What follows belongs to an exercise in optimizing a design on an open flow for small area, a short achievable clock period and few clock cycles per item; a production flow would make more cautious choices. Function was checked by simulation only, so behaviour that the tests miss may differ from the original. Power is estimated from default activity; no workload was simulated.

## lzw_dict_cam
module lzw_dict_cam #(
   parameter int  DATA_W    = 8,
   parameter int  CODE_W    = 12,
   parameter int  NUM_ENTRY = 64,
   parameter int  BASE_CODE = 256,
   localparam int CNT_W     = lzw_cam_pkg::count_width(NUM_ENTRY)
) (
   input  logic                 clk,
   input  logic                 rst,
   input  logic                 req_valid,
   output logic                 req_ready,
   input  logic [CODE_W-1:0]    req_prefix,
   input  logic [DATA_W-1:0]    req_sym,
   input  logic                 req_insert,
   output logic                 rsp_valid,
   input  logic                 rsp_ready,
   output logic                 rsp_hit,
   output logic [CODE_W-1:0]    rsp_code,
   output logic                 rsp_inserted,
   output logic                 rsp_dict_reset,
   input  logic                 clear,
   output logic                 full,
   output logic [CNT_W-1:0]     count
);
Size: ~51 I/O pins, roughly 0.057 mm^2 of cells after synthesis.
make LEC_CHECK=0 ABC_CLOCK_PERIOD_IN_PS=2500 CAP_MARGIN=20 CORE_MARGIN=2 CORE_UTILIZATION=65 CTS_CLUSTER_DIAMETER=100 CTS_CLUSTER_SIZE=24 PLACE_DENSITY=0.75 SETUP_SLACK_MARGIN=3.0 SLEW_MARGIN=20 TNS_END_PERCENT=30 finish   # period 6.0 ns
run.sh (not shown) runs the stock make flow with config.mk's settings and CLKGATE_MAP_FILE= SYNTH_SCRIPT=/design/flow/synth_recipe.tcl, a recipe that flattens the netlist after the stock synthesis.
Testbench counts at the start, summed over its fixed seeds: cycles 32,008, items 32,000.
==> next run, changes <==
Settings changed: CORE_UTILIZATION 65 to 78, PLACE_DENSITY 0.75 to 0.88, TNS_END_PERCENT 30 to default.
Result: Area after synthesis stays the same. Hold slack is better by 0.0091 ns. Via count came out higher by 6.7%. Design area hardly moves. Utilization is higher by 15 points. Routed wire length climbs by 5.6%.
==> next run, changes <==
==> flow/flow/run.sh (new file) <==
#!/bin/bash
set -o pipefail
cp standard.sh standard_sh.log
cp config.mk config_mk.log
export BUFFER_PORTS_ARGS="-buffer_cell sky130_fd_sc_hd__buf_4"
bash standard.sh > standard_run.log 2>&1
==> flow/standard.sh (new file) <==
#!/bin/bash
# synth_recipe.tcl (not shown) runs the flow's synth.tcl, then flattens the netlist and writes it again
# the make line also repeats each setting of config.mk as NAME=value (left out here)
make -C /OpenROAD-flow-scripts/flow DESIGN_CONFIG=/design/flow/config.mk WORK_HOME=/design/flow/orfs CLKGATE_MAP_FILE= SYNTH_SCRIPT=/design/flow/synth_recipe.tcl "${@:-finish}"
Settings changed: CORE_UTILIZATION 78 to 65, CTS_CLUSTER_SIZE 24 to 30, PLACE_DENSITY 0.88 to 0.75.
removed: flow/run.sh
=> The new run passed the timing, design-rule and antenna checks; synthesized cell count stays the same; final area goes up by 0.44%; area after synthesis is unchanged; power goes down by 2.8%; register-to-register slack is better by 0.09 ns; clock-buffer cell count goes down by 7; sequential power stays flat; wire length goes down by 5.9%; via count goes down by 6.7%.
==> next run, changes <==
==> flow/run.sh (new file) <==
#!/bin/bash
# synth_recipe.tcl (not shown) runs the flow's synth.tcl, then flattens the netlist and writes it again
# the make line also repeats each setting of config.mk as NAME=value (left out here)
make -C /OpenROAD-flow-scripts/flow DESIGN_CONFIG=/design/flow/config.mk WORK_HOME=/design/flow/orfs CLKGATE_MAP_FILE= SYNTH_SCRIPT=/design/flow/synth_recipe.tcl finish
Settings changed: CORE_UTILIZATION 65 to 72, CTS_CLUSTER_SIZE 30 to 24, PLACE_DENSITY 0.75 to 0.82.
removed: flow/flow/run.sh
removed: flow/standard.sh
After rerunning:
- The new run ran to the end with no violations
- cell area barely changes
- setup slack got worse by 0.089 ns
- maximum frequency is lower by 2.7%
- via count is higher by 1.9%
- worst hold slack got worse by 0.010 ns
- non-clock buffer count is lower by 26
- global-route usage is higher by 2.8 points
- wire length is lower by 1.6%
- critical path depth stays the same

---

The RTL this note starts from:
==> flow/design.v <==
package lzw_cam_pkg;
   function automatic integer count_width(input integer n);
      count_width = $clog2(n + 1);
   endfunction
endpackage
module lzw_cam_entry #(
   parameter int KEY_W = 20
) (
   input  logic             clk,
   input  logic             we,
   input  logic             valid,
   input  logic [KEY_W-1:0] wkey,
   input  logic [KEY_W-1:0] key,
   output logic             match
);
   logic [KEY_W-1:0] stored;
   always_ff @(posedge clk) begin
      if (we) begin
         stored <= wkey;
      end
   end
   assign match = valid && (stored == key);
endmodule
module lzw_dict_cam #(
   parameter int  DATA_W    = 8,
   parameter int  CODE_W    = 12,
   parameter int  NUM_ENTRY = 64,
   parameter int  BASE_CODE = 256,
   localparam int CNT_W     = lzw_cam_pkg::count_width(NUM_ENTRY)
) (
   input  logic                 clk,
   input  logic                 rst,
   input  logic                 req_valid,
   output logic                 req_ready,
   input  logic [CODE_W-1:0]    req_prefix,
   input  logic [DATA_W-1:0]    req_sym,
   input  logic                 req_insert,
   output logic                 rsp_valid,
   input  logic                 rsp_ready,
   output logic                 rsp_hit,
   output logic [CODE_W-1:0]    rsp_code,
   output logic                 rsp_inserted,
   output logic                 rsp_dict_reset,
   input  logic                 clear,
   output logic                 full,
   output logic [CNT_W-1:0]     count
);
   localparam int IDX_W = $clog2(NUM_ENTRY);
   localparam int KEY_W = CODE_W + DATA_W;
   if (BASE_CODE + NUM_ENTRY > (1 << CODE_W)) begin : g_code_range_check
      $error("lzw_dict_cam: BASE_CODE + NUM_ENTRY exceeds the code space");
   end
   logic [IDX_W-1:0]     lvl;
   logic [IDX_W-1:0]     lvl_p1;
   logic                 last;
   logic                 rv;         
   logic                 clr_p;      
   logic                 r_commit;   
   logic                 r_hit;      
   logic [IDX_W-1:0]     r_idx;      
   logic [KEY_W-1:0]     key_q;      
   logic                 hold;
   logic                 clr_now;
   logic                 kill;
   logic                 bp;
   logic                 any_hit;
   logic                 hit_ok;
   logic [IDX_W-1:0]     idx;
   logic [KEY_W-1:0]     key_in;
   logic [NUM_ENTRY-1:0] valid;
   logic [NUM_ENTRY-1:0] we;
   logic [NUM_ENTRY-1:0] match;
   assign hold      = rv && !rsp_ready;
   assign req_ready = !hold;
   assign clr_now   = clear || clr_p;
   assign kill      = clr_now || (r_commit && last);
   assign key_in    = {req_prefix, req_sym};
   always_comb begin
      for (int i = 0; i < NUM_ENTRY; i++) begin
         valid[i] = (IDX_W'(i) < lvl);
         we[i]    = (lvl == IDX_W'(i));
      end
   end
   for (genvar i = 0; i < NUM_ENTRY; i++) begin : g_cell
      lzw_cam_entry #(.KEY_W(KEY_W)) u_cell (
         .clk   (clk),
         .we    (we[i]),
         .valid (valid[i]),
         .wkey  (key_q),
         .key   (key_in),
         .match (match[i])
      );
   end
   assign bp = r_commit && (key_q == key_in);
   always_comb begin
      any_hit = bp;
      idx     = bp ? lvl : '0;
      for (int i = 0; i < NUM_ENTRY; i++) begin
         any_hit = any_hit | match[i];
         if (match[i]) idx = idx | IDX_W'(i);
      end
      hit_ok = any_hit && !kill;
   end
   always_ff @(posedge clk or posedge rst) begin
      if (rst) begin
         rv       <= 1'b0;
         r_commit <= 1'b0;
         lvl      <= '0;
         lvl_p1   <= IDX_W'(1);
         last     <= 1'b0;
         clr_p    <= 1'b0;
      end else begin
         rv <= req_valid || hold;
         if (hold) begin
            clr_p <= clr_p || clear;
         end else begin
            clr_p    <= 1'b0;
            r_commit <= req_valid && req_insert && !hit_ok;
            if (clr_now) begin
               lvl    <= '0;
               lvl_p1 <= IDX_W'(1);
               last   <= 1'b0;
            end else if (r_commit) begin
               lvl    <= lvl_p1;
               lvl_p1 <= lvl_p1 + IDX_W'(1);
               last   <= (lvl_p1 == IDX_W'(NUM_ENTRY - 1));
            end
         end
      end
   end
   always_ff @(posedge clk) begin
      if (!hold) begin
         r_hit <= hit_ok;
         r_idx <= idx;
         key_q <= key_in;
      end
   end
   assign rsp_valid      = rv;
   assign rsp_hit        = r_hit;
   assign rsp_inserted   = r_commit;
   assign rsp_dict_reset = r_commit && last;
   assign full           = r_commit && last;
   assign count          = r_commit ? {last, lvl_p1} : {1'b0, lvl};
   always_comb begin
      rsp_code = '0;
      rsp_code[$clog2(BASE_CODE)] = r_hit || r_commit;
      rsp_code[IDX_W-1:0] = (r_idx & {IDX_W{r_hit}}) | (lvl & {IDX_W{r_commit}});
   end
endmodule
export LEC_CHECK = 0
export ABC_CLOCK_PERIOD_IN_PS = 2500
export CAP_MARGIN = 20
export CORE_MARGIN = 2
export CORE_UTILIZATION = 65
export CTS_CLUSTER_DIAMETER = 100
export CTS_CLUSTER_SIZE = 24
export PLACE_DENSITY = 0.75
export SETUP_SLACK_MARGIN = 3.0
export SLEW_MARGIN = 20
create_clock -name core_clock -period 6.0 [get_ports {clk}]
Stock flow here: none of the scripts above is used.
The baseline finished clean.
Testbench counts at the start, summed over its fixed seeds: cycles 32,008, items 32,000.
Next try:
==> flow/flow/run.sh (new file) <==
#!/bin/bash
set -o pipefail
cp standard.sh standard_sh.log
cp config.mk config_mk.log
export BUFFER_PORTS_ARGS="-buffer_cell sky130_fd_sc_hd__buf_4"
bash standard.sh > standard_run.log 2>&1
==> flow/standard.sh (new file) <==
#!/bin/bash
# synth_recipe.tcl (not shown) runs the flow's synth.tcl, then flattens the netlist and writes it again
# the make line also repeats each setting of config.mk as NAME=value (left out here)
make -C /OpenROAD-flow-scripts/flow DESIGN_CONFIG=/design/flow/config.mk WORK_HOME=/design/flow/orfs CLKGATE_MAP_FILE= SYNTH_SCRIPT=/design/flow/synth_recipe.tcl "${@:-finish}"
- CORE_UTILIZATION: 65 -> 50
- CTS_CLUSTER_DIAMETER: 100 -> unset
- CTS_CLUSTER_SIZE: 24 -> unset
- PLACE_DENSITY: 0.75 -> 0.65
- SETUP_SLACK_MARGIN: 3.0 -> 3.3
removed: flow/run.sh
Effect: Via count rose slightly; utilization falls by 14 points; routed wire length went up by a few percent; cell count came out higher by roughly a tenth; setup slack gets better by 0.0095 ns; non-clock buffer count goes down by 43; critical path depth goes up by 1; cell area came out higher by a few percent; synthesized cell count is unchanged.
Next try:
==> flow/run.sh (new file) <==
#!/bin/bash
# synth_recipe.tcl (not shown) runs the flow's synth.tcl, then flattens the netlist and writes it again
# the make line also repeats each setting of config.mk as NAME=value (left out here)
make -C /OpenROAD-flow-scripts/flow DESIGN_CONFIG=/design/flow/config.mk WORK_HOME=/design/flow/orfs CLKGATE_MAP_FILE= SYNTH_SCRIPT=/design/flow/synth_recipe.tcl finish
- CORE_UTILIZATION: 50 -> 65
- CTS_CLUSTER_DIAMETER: unset -> 100
- CTS_CLUSTER_SIZE: unset -> 24
- PLACE_DENSITY: 0.65 -> 0.75
- SETUP_SLACK_MARGIN: 3.3 -> 3.0
- TNS_END_PERCENT: unset -> 10
removed: flow/flow/run.sh
removed: flow/standard.sh
First-iteration DRC count grows by roughly a tenth; total power shrinks by about a fifth; cell count shrinks by roughly a tenth; cell area shrinks by a little under a tenth; combinational power shrinks by a few percent; worst hold slack improves by 0.0068 ns; non-clock buffer count shrinks by 30; sequential cell count is unchanged; routed wire length shrinks by a few percent; area after synthesis does not change; fmax shrinks slightly.
Next try:
- TNS_END_PERCENT: 10 -> 3
The new run produced a clean layout.
Synthesized area does not change.
Critical path depth shrinks by 2.
Count of clock-buffer cells in the layout climbs by 12.
Final area rose by about 0.7%.
Non-clock buffer count does not change.
Next try:
==> flow/flow/run.sh (new file) <==
#!/bin/bash
set -o pipefail
cp standard.sh standard_sh.log
cp config.mk config_mk.log
export BUFFER_PORTS_ARGS="-buffer_cell sky130_fd_sc_hd__buf_4"
bash standard.sh > standard_run.log 2>&1
==> flow/standard.sh (new file) <==
#!/bin/bash
# synth_recipe.tcl (not shown) runs the flow's synth.tcl, then flattens the netlist and writes it again
# the make line also repeats each setting of config.mk as NAME=value (left out here)
make -C /OpenROAD-flow-scripts/flow DESIGN_CONFIG=/design/flow/config.mk WORK_HOME=/design/flow/orfs CLKGATE_MAP_FILE= SYNTH_SCRIPT=/design/flow/synth_recipe.tcl "${@:-finish}"
- CORE_UTILIZATION: 65 -> 50
- CTS_CLUSTER_DIAMETER: 100 -> unset
- CTS_CLUSTER_SIZE: 24 -> unset
- PLACE_DENSITY: 0.75 -> 0.65
- SETUP_SLACK_MARGIN: 3.0 -> 2.8
- TNS_END_PERCENT: 3 -> unset
removed: flow/run.sh
What happened:
- The changed run passed the timing, design-rule and antenna checks
- setup slack gains 0.070 ns
- total power went up by 24%
- via count went down by 4.2%
- final cell count went up by 8.7%
- final area came out higher by 3.0%
- clock power grows by 85%
- sequential share of layout area fell by 1.8 points
- utilization came out lower by 15 points
Next try:
- CORE_UTILIZATION: 50 -> 65
- PLACE_DENSITY: 0.65 -> 0.75
- SETUP_SLACK_MARGIN: 2.8 -> 3.0
Effect:
- total power fell by 1.8%
- clock power shrinks by 5.2%
- via count increases by 5.8%
- synthesized area stays the same
- die area drops by 23%
- non-clock buffer count rose by 22
- fmax came out higher by 4.1%
- routed wire length rises by 2.9%
- cell area rises by 0.37%
- setup slack gains 0.13 ns
- global-route usage went up by 11 points

## what the ideal ports hide
Ports are ideal in the flow. The routed layouts listed here were re-timed in OpenROAD.
Step 1: set_driving_cell puts a clkbuf_16 on clk and a buf_2 on each other input, an assumption about the parent block.
Step 2 times the ports against the registers' clock, not the clock port: input delays grow and output delays shrink by t, the midpoint of the rising clock arrivals with the driver on.
Slacks: no drivers / after step 1 / after step 2; pairs: no drivers / after step 1.
| run | shift t [ns] | slack for setup (ns) | worst slew at a driven data input, ns |
|---|---|---|---|
| the first run of note 1 | 0.756 | 2.819 / 2.741 / 1.985 | 0.24 |
| the second run of note 1 | 0.784 | 2.581 / 2.504 / 1.720 | 0.48 |
| the third run of note 1 | 0.732 | 2.797 / 2.698 / 1.967 | 0.32 |
| the fourth run of note 1 | 0.752 | 2.708 / 2.559 / 1.806 | 0.34 |
| the first run of note 2 | 0.742 | 2.858 / 2.656 / 1.914 | 0.40 |
| the second run of note 2 | 0.815 | 2.867 / 2.752 / 1.938 | 0.35 |
| the third run of note 2 | 0.756 | 2.842 / 2.767 / 2.012 | 0.24 |
| the fourth run of note 2 | 0.754 | 2.633 / 2.604 / 1.850 | 0.31 |
| the fifth run of note 2 | 0.804 | 2.703 / 2.641 / 1.837 | 0.29 |
| the sixth run of note 2 | 0.823 | 2.833 / 2.791 / 2.011 | 0.25 |
After both steps setup and hold are still met in every run listed. For the first run of note 2, which loses most, drivers alone change the setup slack by -0.202 ns; drivers and shift together by -0.944 ns.
